From an optimization exercise on the open Yosys and OpenROAD flow, aimed at small area; shortcuts taken in it are not production practice.
The RTL was checked by simulation tests, not by an equivalence proof against the original design.

## run 1
==> flow/design.v (excerpt) <==
module median_pressure_fan_regulator
#(
  parameter int unsigned SAMPLES = 10
) (
  input  logic                  clk_i,
  input  logic                  rst_ni,
  input  logic                  cfg_we_i,
  input  logic [1:0]            cfg_idx_i,
  input  logic [15:0]           cfg_data_i,
  input  logic                  sample_valid_i,
  output logic                  sample_ready_o,
  input  logic signed [15:0]    sample_raw_pressure_i,
  input  logic                  sample_read_ok_i,
  input  logic [15:0]           sample_drive_frequency_i,
  output logic                  result_valid_o,
  input  logic                  result_ready_i,
  output logic signed [8:0]     result_median_pressure_o,
  output logic [15:0]           result_new_frequency_o,
  output logic                  result_command_issued_o,
  output logic                  result_at_target_o
);
clock: 10.0 ns
lec_check: 0
abc_area: 1
cap_margin: 20
core_margin: 2
core_utilization: 40
cts_cluster_diameter: 100
cts_cluster_size: 25
slew_margin: 20
standard.sh (not shown) runs the stock make flow with config.mk's settings and CLKGATE_MAP_FILE= SYNTH_SCRIPT=/design/flow/synth_recipe.tcl, a recipe that flattens the netlist after the stock synthesis.
==> flow/flow/run.sh <==
#!/bin/bash
# standard layout, with the smallest buffer on every input and output port
set -o pipefail
export BUFFER_PORTS_ARGS="-buffer_cell sky130_fd_sc_hd__buf_1"
bash standard.sh > standard.log 2>&1
Run 1 completed every stage of the flow, and the final layout passed the timing, design-rule and antenna checks.
Modified inputs, run 2 compared to run 1
- CORE_UTILIZATION now 65, was 40
- CTS_CLUSTER_SIZE no longer set, was 25
- CTS_CLUSTER_DIAMETER no longer set, was 100
==> flow/flow/run.sh <==
#!/bin/bash
# standard layout, with the smallest buffer on every input and output port and
# clock tree synthesis without dummy loads
set -o pipefail
export BUFFER_PORTS_ARGS="-buffer_cell sky130_fd_sc_hd__buf_1"
export CTS_ARGS="-sink_clustering_enable -repair_clock_nets -sink_clustering_size 10 -sink_clustering_max_diameter 50 -buf_list sky130_fd_sc_hd__clkbuf_4 -dont_use_dummy_load"
bash standard.sh > standard.log 2>&1
### Flow results
Run 2: done, clean on timing, DRC and antenna. Run 1 ended with every stage complete and zero timing, DRC or antenna violations. Run 2 ended with more number of buffers created by CTS than run 1. Diff run 1 -> run 2: global-route usage rose 11 points, placeable core area fell 38%. Compare run 2 and run 1 | count of clock-buffer cells in the layout lower: run 1.
Changes in run 3 relative to run 2:
- CTS_CLUSTER_SIZE newly set to 25
- CTS_CLUSTER_DIAMETER newly set to 100
- CORE_UTILIZATION changed from 65 to 40
==> flow/flow/run.sh <==
#!/bin/bash
# standard layout, with the smallest buffer on every input and output port and
# clock tree synthesis without dummy loads
set -o pipefail
export BUFFER_PORTS_ARGS="-buffer_cell sky130_fd_sc_hd__buf_1"
export CTS_ARGS="-sink_clustering_enable -repair_clock_nets -sink_clustering_size 25 -sink_clustering_max_diameter 100 -dont_use_dummy_load"
bash standard.sh > standard.log 2>&1
### Flow results
- Per the final summary, run 3 finished and its layout is clean on timing, DRC and antenna.
- ~same area used by multi-input combinational logic in run 3 and run 2
- Run 3 vs. run 2: worst setup slack went up by 25 ps.
- Run 3 against run 2: total instance count after detailed placement +about 9%; sequential share of cell area -0.88 points.
- | data-path buffer share of cell area in the final layout | run 2 vs run 3 | ≈ equal |
- The lower first-pass GRT wire length came out of run 2.
- As of run 3, global placer's final weighted congestion had fallen by a few percent compared to run 2.
- On setup slack after placement: between run 3 and run 2, it ends up lower for run 2.
- Compared run 3 vs run 2, and number of clock buffers in the layout is down in run 3.
The following lists how run 4 was set up differently from run 3:
- clearing CTS_CLUSTER_DIAMETER, which used to be 100
- swapping 40 for 65 in CORE_UTILIZATION
- clearing CTS_CLUSTER_SIZE, which used to be 25
==> flow/flow/run.sh <==
#!/bin/bash
# standard layout, with the smallest buffer on every input and output port and
# clock tree synthesis without dummy loads
set -o pipefail
export BUFFER_PORTS_ARGS="-buffer_cell sky130_fd_sc_hd__buf_1"
export CTS_ARGS="-sink_clustering_enable -repair_clock_nets -sink_clustering_size 16 -sink_clustering_max_diameter 70 -buf_list sky130_fd_sc_hd__clkbuf_8 -dont_use_dummy_load"
bash standard.sh > standard.log 2>&1
--- outcome ---
Between run 4 and run 3, the flip-flop and latch count does not differ in any meaningful way.
Going from run 3 to run 4, number of DRC markers after the initial detailed-route iteration has increased; design area has decreased.

========
oak:
Another version of the RTL of median_pressure_fan_regulator (not shown whole).
Size in the first run: roughly 1800 cells after synthesis, about 230 flip-flops, roughly 85 I/O pins.
==> flow/design.v (excerpt) <==
module median_pressure_fan_regulator
#(
  parameter int unsigned SAMPLES = 10
) (
  input  logic                  clk_i,
  input  logic                  rst_ni,
  input  logic                  cfg_we_i,
  input  logic [1:0]            cfg_idx_i,
  input  logic [15:0]           cfg_data_i,
  input  logic                  sample_valid_i,
  output logic                  sample_ready_o,
  input  logic signed [15:0]    sample_raw_pressure_i,
  input  logic                  sample_read_ok_i,
  input  logic [15:0]           sample_drive_frequency_i,
  output logic                  result_valid_o,
  input  logic                  result_ready_i,
  output logic signed [8:0]     result_median_pressure_o,
  output logic [15:0]           result_new_frequency_o,
  output logic                  result_command_issued_o,
  output logic                  result_at_target_o
);
Settings: LEC_CHECK=0, ABC_AREA=1, CAP_MARGIN=20, CORE_MARGIN=2, CORE_UTILIZATION=40, CTS_CLUSTER_DIAMETER=100, CTS_CLUSTER_SIZE=20, SLEW_MARGIN=20; clock period 10.0 ns.
run.sh (not shown) runs the stock make flow with config.mk's settings and CLKGATE_MAP_FILE= SYNTH_SCRIPT=/design/flow/synth_recipe.tcl, a recipe that flattens the netlist after the stock synthesis.
Stock flow here: none of the scripts above is used.
oak ended with every stage complete and zero timing, DRC or antenna violations.
--- input diff oak..pine ---
-- flow/config.mk --
<<< oak, line 12
export CTS_CLUSTER_DIAMETER = 100
export CTS_CLUSTER_SIZE = 20
export SLEW_MARGIN = 20
>>> pine, line 12
export CTS_CLUSTER_DIAMETER = 100
export CTS_CLUSTER_SIZE = 25
export SLEW_MARGIN = 20
- On total via count after detailed routing, oak tracks pine almost exactly.
- The design area of oak and that of pine are within noise of each other.
- pine and oak ended up with roughly the same final cell count.
- The sum of routed wire length over all layers on pine is in line with that on oak.

[what the ideal ports hide]
How much do the figures lean on ideal ports? The routed layouts below were timed once more, with nothing changed but the port constraints. Step 1: set_driving_cell puts a clkbuf_16 on clk_i and a buf_2 on each other input, an assumption about the parent block. Step 2, shift: input delay + t, output delay - t, t = (earliest + latest rising clock arrival at the registers) / 2. This alone moves slack from input paths to output paths. a / b / c = ideal ports / drivers / drivers and shift; a / b = the first two.
run | t (ns) | setup slack, ns | worst data-port slew with drivers (ns) | cell pins on the clock port's net
run 1 | 0.532 | 0.727 / 0.727 / 0.727 | 0.03 | 1
run 2 | 0.735 | 0.732 / 0.732 / 0.732 | 0.04 | 1
run 3 | 0.514 | 0.757 / 0.757 / 0.757 | 0.03 | 1
run 4 | 0.564 | 0.733 / 0.733 / 0.733 | 0.04 | 1
oak | 0.536 | 0.800 / 0.800 / 0.800 | 0.04 | 1
pine | 0.538 | 0.781 / 0.781 / 0.781 | 0.04 | 1
After both steps setup and hold are still met in every run listed.
